What follows belongs to an exercise in optimizing a design on an open flow for a short achievable clock period and few clock cycles; a production flow would make more cautious choices. At most, simulation tests tie the RTL to the original design; equivalence was not proved. Power and IR drop assume default switching activity.

// icache_nway_lru
module icache_nway_lru #(
   parameter int ADDR_W = 32,
   parameter int WAYS   = 4,
   parameter int SETS   = 4,
   parameter int WPL    = 2,
   parameter int PAGE   = 12
) (
   input  logic                clk,
   input  logic                reset,
   input  logic                proc_req,
   input  logic [ADDR_W-1:0]   address_from_proc,
   input  logic                flush,
   output logic [31:0]         data_to_proc,
   output logic                proc_resp_valid,
   output logic                hit_miss,
   output logic                busy,
   output logic                ram_req,
   output logic [ADDR_W-1:0]   address_to_ram,
   input  logic [32*WPL-1:0]   data_from_ram,
   input  logic                ram_access_done
);
   localparam int WSEL_W = $clog2(WPL);
   localparam int OFF    = WSEL_W + 2;
   localparam int IDX_W  = $clog2(SETS);
   localparam int TAG_W  = ADDR_W - OFF - IDX_W;
   localparam int LO_W   = PAGE - OFF - IDX_W;    
   localparam int HI_W   = TAG_W - LO_W;          
   localparam int NPAIR  = WAYS * (WAYS - 1) / 2;
   localparam int HALF   = WAYS / 2;    
   logic [SETS-1:0][WAYS-1:0]                  valid_q;
   logic [SETS-1:0][WAYS-1:0]                  use_q;    
   logic [SETS-1:0][WAYS-1:0][TAG_W-1:0]       tag_q;
   logic [SETS-1:0][WAYS-1:0][WPL-1:0][31:0]   line_q;
   logic [SETS-1:0][NPAIR-1:0]                 ord_q;
   logic [SETS-1:0][WAYS-1:0]                  vic_q;
   logic [HI_W-1:0]                            page_q;   
   logic [ADDR_W-1:OFF]     addr_q;       
   logic [TAG_W-1:0]        req_tag_q;    
   logic [SETS-1:0]         req_set_q;    
   logic [WSEL_W-1:0]       req_word_q;
   logic [SETS-1:0][WAYS-1:0] hit_line_q;  
   logic                    again_q;      
   logic                    ram_req_q;    
   logic                    resp_a_n_q;   
   logic                    resp_b_n_q;   
   logic                    hit_miss_q;
   logic                    flush_pend_q;  
   logic [31:0]             word_a_n_q;   
   logic [31:0]             word_b_n_q;
   logic refill;    
  ...
Size: roughly 3900 cells after synthesis, about 1700 flip-flops, ~170 I/O pins, roughly 66000 um^2 of cells after synthesis.
export LEC_CHECK = 0
export ABC_CLOCK_PERIOD_IN_PS = 2000
export CAP_MARGIN = 20
export CORE_MARGIN = 2
export CORE_UTILIZATION = 40
export SETUP_SLACK_MARGIN = 5
export SLEW_MARGIN = 20
create_clock -name core_clock -period 8.5 [get_ports {clk}]
standard.sh (not shown) runs the stock make flow with config.mk's settings and CLKGATE_MAP_FILE= SYNTH_SCRIPT=/design/flow/synth_recipe.tcl, a recipe that flattens the netlist after the stock synthesis.
==> flow/flow/run.sh <==
#!/bin/bash
# Standard layout, with timing repair aiming further below the clock period and
# a few slow multi-input OR/NOR cells kept out of synthesis and repair.
set -euo pipefail
base=$(make -s -C "$FLOW_HOME" DESIGN_CONFIG="$PWD/config.mk" print-DONT_USE_CELLS | sed -n 's/^DONT_USE_CELLS: //p')
extra="sky130_fd_sc_hd__or3_1 sky130_fd_sc_hd__or3_2 sky130_fd_sc_hd__or3_4 sky130_fd_sc_hd__or3b_1 sky130_fd_sc_hd__or3b_2 sky130_fd_sc_hd__or3b_4 sky130_fd_sc_hd__or4_1 sky130_fd_sc_hd__or4_2 sky130_fd_sc_hd__or4_4 sky130_fd_sc_hd__or4b_1 sky130_fd_sc_hd__or4b_2 sky130_fd_sc_hd__or4b_4 sky130_fd_sc_hd__or4bb_1 sky130_fd_sc_hd__or4bb_2 sky130_fd_sc_hd__or4bb_4"
bash standard.sh SETUP_SLACK_MARGIN=6 "DONT_USE_CELLS=$base $extra"  finish > orfs_make.log 2>&1
Testbench counts at the start, summed over its fixed seeds: cycles 44,685.
Rerun with:
--- a/flow/design.v
+++ b/flow/design.v
@@ -1,12 +1,13 @@
 module icache_nway_lru #(
    parameter int ADDR_W = 32,
    parameter int WAYS   = 4,
    parameter int SETS   = 4,
    parameter int WPL    = 2,
-   parameter int PAGE   = 12
+   parameter int PAGE   = 12,
+   parameter int LDUP   = 4
 ) (
    input  logic                clk,
    input  logic                reset,
    input  logic                proc_req,
    input  logic [ADDR_W-1:0]   address_from_proc,
    input  logic                flush,
@@ -31,12 +32,20 @@
    logic [SETS-1:0][WAYS-1:0]                  use_q;    
    logic [SETS-1:0][WAYS-1:0][TAG_W-1:0]       tag_q;
    logic [SETS-1:0][WAYS-1:0][WPL-1:0][31:0]   line_q;
    logic [SETS-1:0][NPAIR-1:0]                 ord_q;
    logic [SETS-1:0][WAYS-1:0]                  vic_q;
    logic [HI_W-1:0]                            page_q;   
+   logic [LDUP-1:0][SETS-1:0][WAYS-1:0][LO_W-1:0] lo_q;  
+   logic [LDUP-1:0][LO_W-1:0] lo_mask;
+   for (genvar gk = 0; gk < LDUP; gk++) begin : g_lo_mask_k
+      for (genvar gb = 0; gb < LO_W; gb++) begin : g_lo_mask_b
+         assign lo_mask[gk][gb] = (gk == 1) || (gk == 2 && gb % 2 == 0) ||
+                                  (gk == 3 && gb % 2 == 1);
+      end
+   end
    logic [ADDR_W-1:OFF]     addr_q;       
    logic [TAG_W-1:0]        req_tag_q;    
    logic [SETS-1:0]         req_set_q;    
    logic [WSEL_W-1:0]       req_word_q;
    logic [SETS-1:0][WAYS-1:0] hit_line_q;  
    logic                    again_q;      
@@ -76,31 +85,39 @@
    assign page_ok   = (in_page == page_q);
    assign look      = (first && !flush_now && page_ok) || again_q;
    always_comb begin
       for (int s = 0; s < SETS; s++)
          in_set[s] = (in_idx == IDX_W'(s));
    end
-   always_comb begin
-      for (int s = 0; s < SETS; s++)
-         for (int w = 0; w < WAYS; w++)
-            line_hit[s][w] = in_set[s] && use_q[s][w] &&
-                             (tag_q[s][w][LO_W-1:0] == in_lo);
-   end
+   logic [LDUP-1:0][SETS-1:0][WAYS-1:0] line_hit_k;
+   always_comb begin
+      for (int k = 0; k < LDUP; k++)
+         for (int s = 0; s < SETS; s++)
+            for (int w = 0; w < WAYS; w++)
+               line_hit_k[k][s][w] = in_set[s] && use_q[s][w] &&
+                                     ((lo_q[k][s][w] ^ lo_mask[k]) == in_lo);
+   end
+   assign line_hit = line_hit_k[0];
+   localparam int SLICE = 32 / LDUP;
    always_comb begin
       hit_a  = 1'b0;
       hit_b  = 1'b0;
       word_a = '0;
       word_b = '0;
       for (int s = 0; s < SETS; s++)
          for (int w = 0; w < WAYS; w++)
             if (w < HALF) begin
-               hit_a  = hit_a || line_hit[s][w];
-               word_a = word_a | ({32{line_hit[s][w]}} & line_q[s][w][in_word]);
+               hit_a = hit_a || line_hit_k[0][s][w];
+               for (int k = 0; k < LDUP; k++)
+                  word_a[k*SLICE +: SLICE] = word_a[k*SLICE +: SLICE] |
+                     ({SLICE{line_hit_k[k][s][w]}} & line_q[s][w][in_word][k*SLICE +: SLICE]);
             end else begin
-               hit_b  = hit_b || line_hit[s][w];
-               word_b = word_b | ({32{line_hit[s][w]}} & line_q[s][w][in_word]);
+               hit_b = hit_b || line_hit_k[LDUP-1][s][w];
+               for (int k = 0; k < LDUP; k++)
+                  word_b[k*SLICE +: SLICE] = word_b[k*SLICE +: SLICE] |
+                     ({SLICE{line_hit_k[k][s][w]}} & line_q[s][w][in_word][k*SLICE +: SLICE]);
             end
    end
    logic              done;
    logic              upd;        
    logic [WAYS-1:0]   hit_way;    
    logic [WAYS-1:0]   cur_valid;
@@ -223,12 +240,14 @@
    end
    always_ff @(posedge clk) begin
       for (int s = 0; s < SETS; s++)
          for (int w = 0; w < WAYS; w++)
             if (reset && done && req_set_q[s] && vic_q[s][w]) begin
                tag_q[s][w]  <= req_tag_q;
+               for (int k = 0; k < LDUP; k++)
+                  lo_q[k][s][w] <= req_tag_q[LO_W-1:0] ^ lo_mask[k];
                line_q[s][w] <= data_from_ram;
             end
    end
    assign data_to_proc    = ~(word_a_n_q & word_b_n_q);
    assign proc_resp_valid = resp;
    assign hit_miss        = hit_miss_q;
The changed run finished clean.
Power rises by about 9%.
Wire length falls by 2.4%.
Clock skew stays flat.
First-iteration DRC count falls by about 20%.
Worst setup slack loses 7.6 ps.
Design area rises by 7.1%.
Non-clock buffer count rises by 6.
Combinational power rises by about 10%.
Core utilization rises by 0.24 points.
For the second run of this note, only the layout was checked, not whether the RTL still works.

* * *

icache_nway_lru, a different RTL version from the one above (not shown whole).
For scale: ~3900 cells after synthesis, roughly 1700 flip-flops, about 65000 sq um of cells after synthesis.
==> module icache_nway_lru, before the edit <==
module icache_nway_lru #(
   parameter int ADDR_W = 32,
   parameter int WAYS   = 4,
   parameter int SETS   = 4,
   parameter int WPL    = 2
) (
   input  logic                clk,
   input  logic                reset,
   input  logic                proc_req,
   input  logic [ADDR_W-1:0]   address_from_proc,
   input  logic                flush,
   output logic [31:0]         data_to_proc,
   output logic                proc_resp_valid,
   output logic                hit_miss,
   output logic                busy,
   output logic                ram_req,
   output logic [ADDR_W-1:0]   address_to_ram,
   input  logic [32*WPL-1:0]   data_from_ram,
   input  logic                ram_access_done
);
   localparam int WSEL_W = $clog2(WPL);
   localparam int OFF    = WSEL_W + 2;
   localparam int IDX_W  = $clog2(SETS);
   localparam int TAG_W  = ADDR_W - OFF - IDX_W;
   localparam int NPAIR  = WAYS * (WAYS - 1) / 2;
   localparam int HALF   = WAYS / 2;    
   logic [SETS-1:0][WAYS-1:0]                  valid_q;
   logic [SETS-1:0][WAYS-1:0][TAG_W-1:0]       tag_q;
   logic [SETS-1:0][WAYS-1:0][WPL-1:0][31:0]   line_q;
   logic [SETS-1:0][NPAIR-1:0]                 ord_q;
   logic [SETS-1:0][WAYS-1:0]                  vic_q;
   logic [ADDR_W-1:OFF]     addr_q;       
   logic [TAG_W-1:0]        req_tag_q;    
   logic [SETS-1:0]         req_set_q;    
   logic [WSEL_W-1:0]       req_word_q;
   logic [SETS-1:0][WAYS-1:0] hit_line_q;  
   logic                    req_a_q;      
   logic                    req_b_q;      
   logic                    resp_a_n_q;   
   logic                    resp_b_n_q;   
   logic                    hit_miss_q;
   logic                    flush_pend_q;  
   logic [31:0]             word_a_n_q;   
   logic [31:0]             word_b_n_q;
   logic refill;    
   logic resp;      
   assign refill = req_a_q && req_b_q;
   assign resp   = !(resp_a_n_q && resp_b_n_q);
   logic [TAG_W-1:0]          in_tag;
   logic [IDX_W-1:0]          in_idx;
   logic [WSEL_W-1:0]         in_word;
   logic [SETS-1:0]           in_set;
   logic                      accept;    
   logic                      lookup;    
   logic [SETS-1:0][WAYS-1:0] line_hit;
   logic                      hit_a;     
   logic                      hit_b;
   logic [31:0]               word_a;
   logic [31:0]               word_b;
   assign in_tag  = address_from_proc[ADDR_W-1:OFF+IDX_W];
   assign in_idx  = address_from_proc[OFF+IDX_W-1:OFF];
   assign in_word = address_from_proc[OFF-1:2];
   assign accept  = proc_req && !refill;
   assign lookup  = accept && !flush;
   always_comb begin
      for (int s = 0; s < SETS; s++)
         in_set[s] = (in_idx == IDX_W'(s));
   end
   always_comb begin
      for (int s = 0; s < SETS; s++)
         for (int w = 0; w < WAYS; w++)
            line_hit[s][w] = lookup && in_set[s] && valid_q[s][w] &&
                             (tag_q[s][w] == in_tag);
   end
   always_comb begin
      hit_a  = 1'b0;
      hit_b  = 1'b0;
      word_a = '0;
      word_b = '0;
      for (int s = 0; s < SETS; s++)
         for (int w = 0; w < WAYS; w++)
            if (w < HALF) begin
               hit_a  = hit_a || line_hit[s][w];
               word_a = word_a | ({32{line_hit[s][w]}} & line_q[s][w][in_word]);
            end else begin
               hit_b  = hit_b || line_hit[s][w];
               word_b = word_b | ({32{line_hit[s][w]}} & line_q[s][w][in_word]);
            end
   end
   logic              done;
   logic              upd;        
   logic [WAYS-1:0]   hit_way;    
   logic [WAYS-1:0]   cur_valid;
   logic [NPAIR-1:0]  cur_ord;
   logic [WAYS-1:0]   cur_vic;
   logic [WAYS-1:0]   acc;        
   logic [WAYS-1:0]   nxt_valid;
   logic [NPAIR-1:0]  nxt_ord;
   logic [WAYS-1:0]   lru;
   logic [WAYS-1:0]   nxt_vic;
   assign done = refill && ram_access_done;
   assign upd  = done || (resp && !hit_miss_q);
   always_comb begin
      hit_way = '0;
      for (int s = 0; s < SETS; s++)
         hit_way = hit_way | hit_line_q[s];
   end
   always_comb begin
      cur_valid = '0;
      cur_ord   = '0;
      cur_vic   = '0;
      for (int s = 0; s < SETS; s++)
         if (req_set_q[s]) begin
            cur_valid = cur_valid | valid_q[s];
            cur_ord   = cur_ord   | ord_q[s];
            cur_vic   = cur_vic   | vic_q[s];
         end
   end
   assign acc       = refill ? cur_vic : hit_way;
   assign nxt_valid = cur_valid | acc;
   always_comb begin
      int p;
      nxt_ord = cur_ord;
      p = 0;
      for (int i = 0; i < WAYS; i++)
         for (int j = i + 1; j < WAYS; j++) begin
            if (acc[i])      nxt_ord[p] = 1'b0;
            else if (acc[j]) nxt_ord[p] = 1'b1;
            p++;
         end
   end
   always_comb begin
      int p;
      lru = '1;
      p = 0;
      for (int i = 0; i < WAYS; i++)
         for (int j = i + 1; j < WAYS; j++) begin
            if (nxt_ord[p]) lru[j] = 1'b0;
            else            lru[i] = 1'b0;
            p++;
         end
   end
   always_comb begin
      logic found;
      nxt_vic = '0;
      found   = 1'b0;
      for (int w = 0; w < WAYS; w++)
         if (!nxt_valid[w] && !found) begin
            nxt_vic[w] = 1'b1;
            found      = 1'b1;
         end
      if (!found) nxt_vic = lru;
   end
   always_ff @(posedge clk) begin
      addr_q     <= address_from_proc[ADDR_W-1:OFF];
      hit_line_q <= line_hit;
      word_a_n_q <= refill ? ~data_from_ram[32*req_word_q +: 32] : ~word_a;
      word_b_n_q <= ~word_b;
      if (accept) begin
         req_tag_q  <= in_tag;
         req_set_q  <= in_set;
         req_word_q <= in_word;
      end
   end
   always_ff @(posedge clk) begin
      if (!reset) begin
         req_a_q      <= 1'b0;
         req_b_q      <= 1'b0;
         resp_a_n_q   <= 1'b1;
         resp_b_n_q   <= 1'b1;
         hit_miss_q   <= 1'b1;
         flush_pend_q <= 1'b0;
      end else begin
         resp_a_n_q <= !(hit_a || done);
         resp_b_n_q <= !hit_b;
         hit_miss_q <= refill;
         if (refill) begin
            req_a_q <= !ram_access_done;
            req_b_q <= !ram_access_done;
         end else begin
            req_a_q <= proc_req && !hit_a;
            req_b_q <= !hit_b;
         end
         if (done)                 flush_pend_q <= 1'b0;
         else if (refill && flush) flush_pend_q <= 1'b1;
      end
   end
   logic clear;
   assign clear = !reset || (flush && !refill) || (done && (flush || flush_pend_q));
   always_ff @(posedge clk) begin
      for (int s = 0; s < SETS; s++) begin
         if (clear) begin
            valid_q[s] <= '0;
            ord_q[s]   <= '0;
            vic_q[s]   <= WAYS'(1);
         end else if (upd && req_set_q[s]) begin
            valid_q[s] <= nxt_valid;
            ord_q[s]   <= nxt_ord;
            vic_q[s]   <= nxt_vic;
         end
      end
   end
   always_ff @(posedge clk) begin
      for (int s = 0; s < SETS; s++)
         for (int w = 0; w < WAYS; w++)
            if (reset && done && req_set_q[s] && vic_q[s][w]) begin
               tag_q[s][w]  <= req_tag_q;
               line_q[s][w] <= data_from_ram;
            end
   end
   assign data_to_proc    = ~(word_a_n_q & word_b_n_q);
   assign proc_resp_valid = resp;
   assign hit_miss        = hit_miss_q;
   assign busy            = refill;
   assign ram_req         = refill;
   assign address_to_ram  = {addr_q, OFF'(0)};
endmodule
==> flow/config.mk <==
export PLATFORM = sky130hd
export DESIGN_NAME = icache_nway_lru
export DESIGN_NICKNAME = icache_nway_lru
export VERILOG_FILES = /design/flow/design.v
export SDC_FILE = /design/flow/constraint.sdc
export NUM_CORES = 8
export LEC_CHECK = 0
export ABC_CLOCK_PERIOD_IN_PS = 2000
export CAP_MARGIN = 20
export CORE_MARGIN = 2
export CORE_UTILIZATION = 40
export SETUP_SLACK_MARGIN = 5
export SLEW_MARGIN = 20
==> flow/constraint.sdc <==
create_clock -name core_clock -period 8.5 [get_ports {clk}]
set_input_delay 1.7000 -clock core_clock [delete_from_list [all_inputs] [get_ports {clk}]]
set_output_delay 1.7000 -clock core_clock [all_outputs]
set_load 0.01 [all_outputs]
==> flow/flow/run.sh <==
#!/bin/bash
# Standard layout, with timing repair aiming further below the clock period.
set -euo pipefail
bash standard.sh SETUP_SLACK_MARGIN=6 finish > orfs_make.log 2>&1
The first run finished with timing, DRC and antenna clean.
Rerun with:
--- a/flow/design.v
+++ b/flow/design.v
@@ -1,9 +1,10 @@
 module icache_nway_lru #(
    parameter int ADDR_W = 32,
    parameter int WAYS   = 4,
    parameter int SETS   = 4,
-   parameter int WPL    = 2
+   parameter int WPL    = 2,
+   parameter int TDUP   = 2
 ) (
    input  logic                clk,
    input  logic                reset,
    input  logic                proc_req,
@@ -24,12 +25,19 @@
    localparam int TAG_W  = ADDR_W - OFF - IDX_W;
    localparam int NPAIR  = WAYS * (WAYS - 1) / 2;
    localparam int HALF   = WAYS / 2;    
    logic [SETS-1:0][WAYS-1:0]                  valid_q;
-   logic [SETS-1:0][WAYS-1:0][TAG_W-1:0]       tag_q;
+   logic [TDUP-1:0][SETS-1:0][WAYS-1:0][TAG_W-1:0] tag_q;
    logic [SETS-1:0][WAYS-1:0][WPL-1:0][31:0]   line_q;
    logic [SETS-1:0][NPAIR-1:0]                 ord_q;
    logic [SETS-1:0][WAYS-1:0]                  vic_q;
+   logic [TDUP-1:0][TAG_W-1:0] tag_mask;
+   for (genvar gk = 0; gk < TDUP; gk++) begin : g_tag_mask_k
+      for (genvar gb = 0; gb < TAG_W; gb++) begin : g_tag_mask_b
+         assign tag_mask[gk][gb] = (gk == 1) || (gk == 2 && gb % 2 == 0) ||
+                                   (gk == 3 && gb % 2 == 1);
+      end
+   end
    logic [ADDR_W-1:OFF]     addr_q;       
    logic [TAG_W-1:0]        req_tag_q;    
    logic [SETS-1:0]         req_set_q;    
    logic [WSEL_W-1:0]       req_word_q;
@@ -65,28 +73,34 @@
    always_comb begin
       for (int s = 0; s < SETS; s++)
          in_set[s] = (in_idx == IDX_W'(s));
    end
-   always_comb begin
-      for (int s = 0; s < SETS; s++)
-         for (int w = 0; w < WAYS; w++)
-            line_hit[s][w] = lookup && in_set[s] && valid_q[s][w] &&
-                             (tag_q[s][w] == in_tag);
-   end
+   logic [TDUP-1:0][SETS-1:0][WAYS-1:0] line_hit_k;
+   always_comb begin
+      for (int k = 0; k < TDUP; k++)
+         for (int s = 0; s < SETS; s++)
+            for (int w = 0; w < WAYS; w++)
+               line_hit_k[k][s][w] = lookup && in_set[s] && valid_q[s][w] &&
+                                     ((tag_q[k][s][w] ^ tag_mask[k]) == in_tag);
+   end
+   assign line_hit = line_hit_k[0];
    always_comb begin
       hit_a  = 1'b0;
       hit_b  = 1'b0;
       word_a = '0;
       word_b = '0;
       for (int s = 0; s < SETS; s++)
          for (int w = 0; w < WAYS; w++)
-            if (w < HALF) begin
-               hit_a  = hit_a || line_hit[s][w];
-               word_a = word_a | ({32{line_hit[s][w]}} & line_q[s][w][in_word]);
-            end else begin
-               hit_b  = hit_b || line_hit[s][w];
-               word_b = word_b | ({32{line_hit[s][w]}} & line_q[s][w][in_word]);
-            end
+            for (int b = 0; b < 32; b++)
+               if (w < HALF) begin
+                  if (b == 0) hit_a = hit_a || line_hit_k[0][s][w];
+                  word_a[b] = word_a[b] ||
+                              (line_hit_k[b * TDUP / 32][s][w] && line_q[s][w][in_word][b]);
+               end else begin
+                  if (b == 0) hit_b = hit_b || line_hit_k[TDUP-1][s][w];
+                  word_b[b] = word_b[b] ||
+                              (line_hit_k[b * TDUP / 32][s][w] && line_q[s][w][in_word][b]);
+               end
    end
    logic              done;
    logic              upd;        
    logic [WAYS-1:0]   hit_way;    
@@ -203,9 +217,10 @@
    always_ff @(posedge clk) begin
       for (int s = 0; s < SETS; s++)
          for (int w = 0; w < WAYS; w++)
             if (reset && done && req_set_q[s] && vic_q[s][w]) begin
-               tag_q[s][w]  <= req_tag_q;
+               for (int k = 0; k < TDUP; k++)
+                  tag_q[k][s][w] <= req_tag_q ^ tag_mask[k];
                line_q[s][w] <= data_from_ram;
             end
    end
    assign data_to_proc    = ~(word_a_n_q & word_b_n_q);
After rerunning: Via count went up by about 32%; cell count went up by 31%; wire length went up by about 28%; worst hold slack degrades by 0.0035 ns; die area went up by about 30%; fmax went up by about 1.6%.
No run of this note included a check of the RTL's function; only the layout flow was run.

==> port drivers added, routing unchanged <==
Ports are ideal in the flow. The routed layouts listed here were re-timed in OpenROAD.
Step 1 sets driving cells, clkbuf_16 on the clock port and buf_2 on the other inputs (assumed; they add their load-dependent delay and slew).
Step 2 adds t to the input delays and takes it off the output delays; t is the mean of the earliest and latest rising clock arrival at the registers after step 1. Input paths then give back, and output paths get back, about the clock's delay inside the block.
Slacks: no drivers / after step 1 / after step 2; pairs: no drivers / after step 1.
run	shift t [ns]	setup WS [ns]	worst slew at a driven data input, ns
the first run of note 1	0.904	5.370 / 5.290 / 4.564	0.19
the second run of note 1	0.912	5.363 / 5.273 / 4.462	0.27
the first run of note 2	0.913	5.227 / 5.145 / 4.373	0.09
the second run of note 2	0.933	5.279 / 5.192 / 4.404	0.20
After both steps every run listed still meets setup and hold. For the second run of note 1, which loses most, drivers alone change the setup slack by -0.090 ns; drivers and shift together by -0.901 ns.
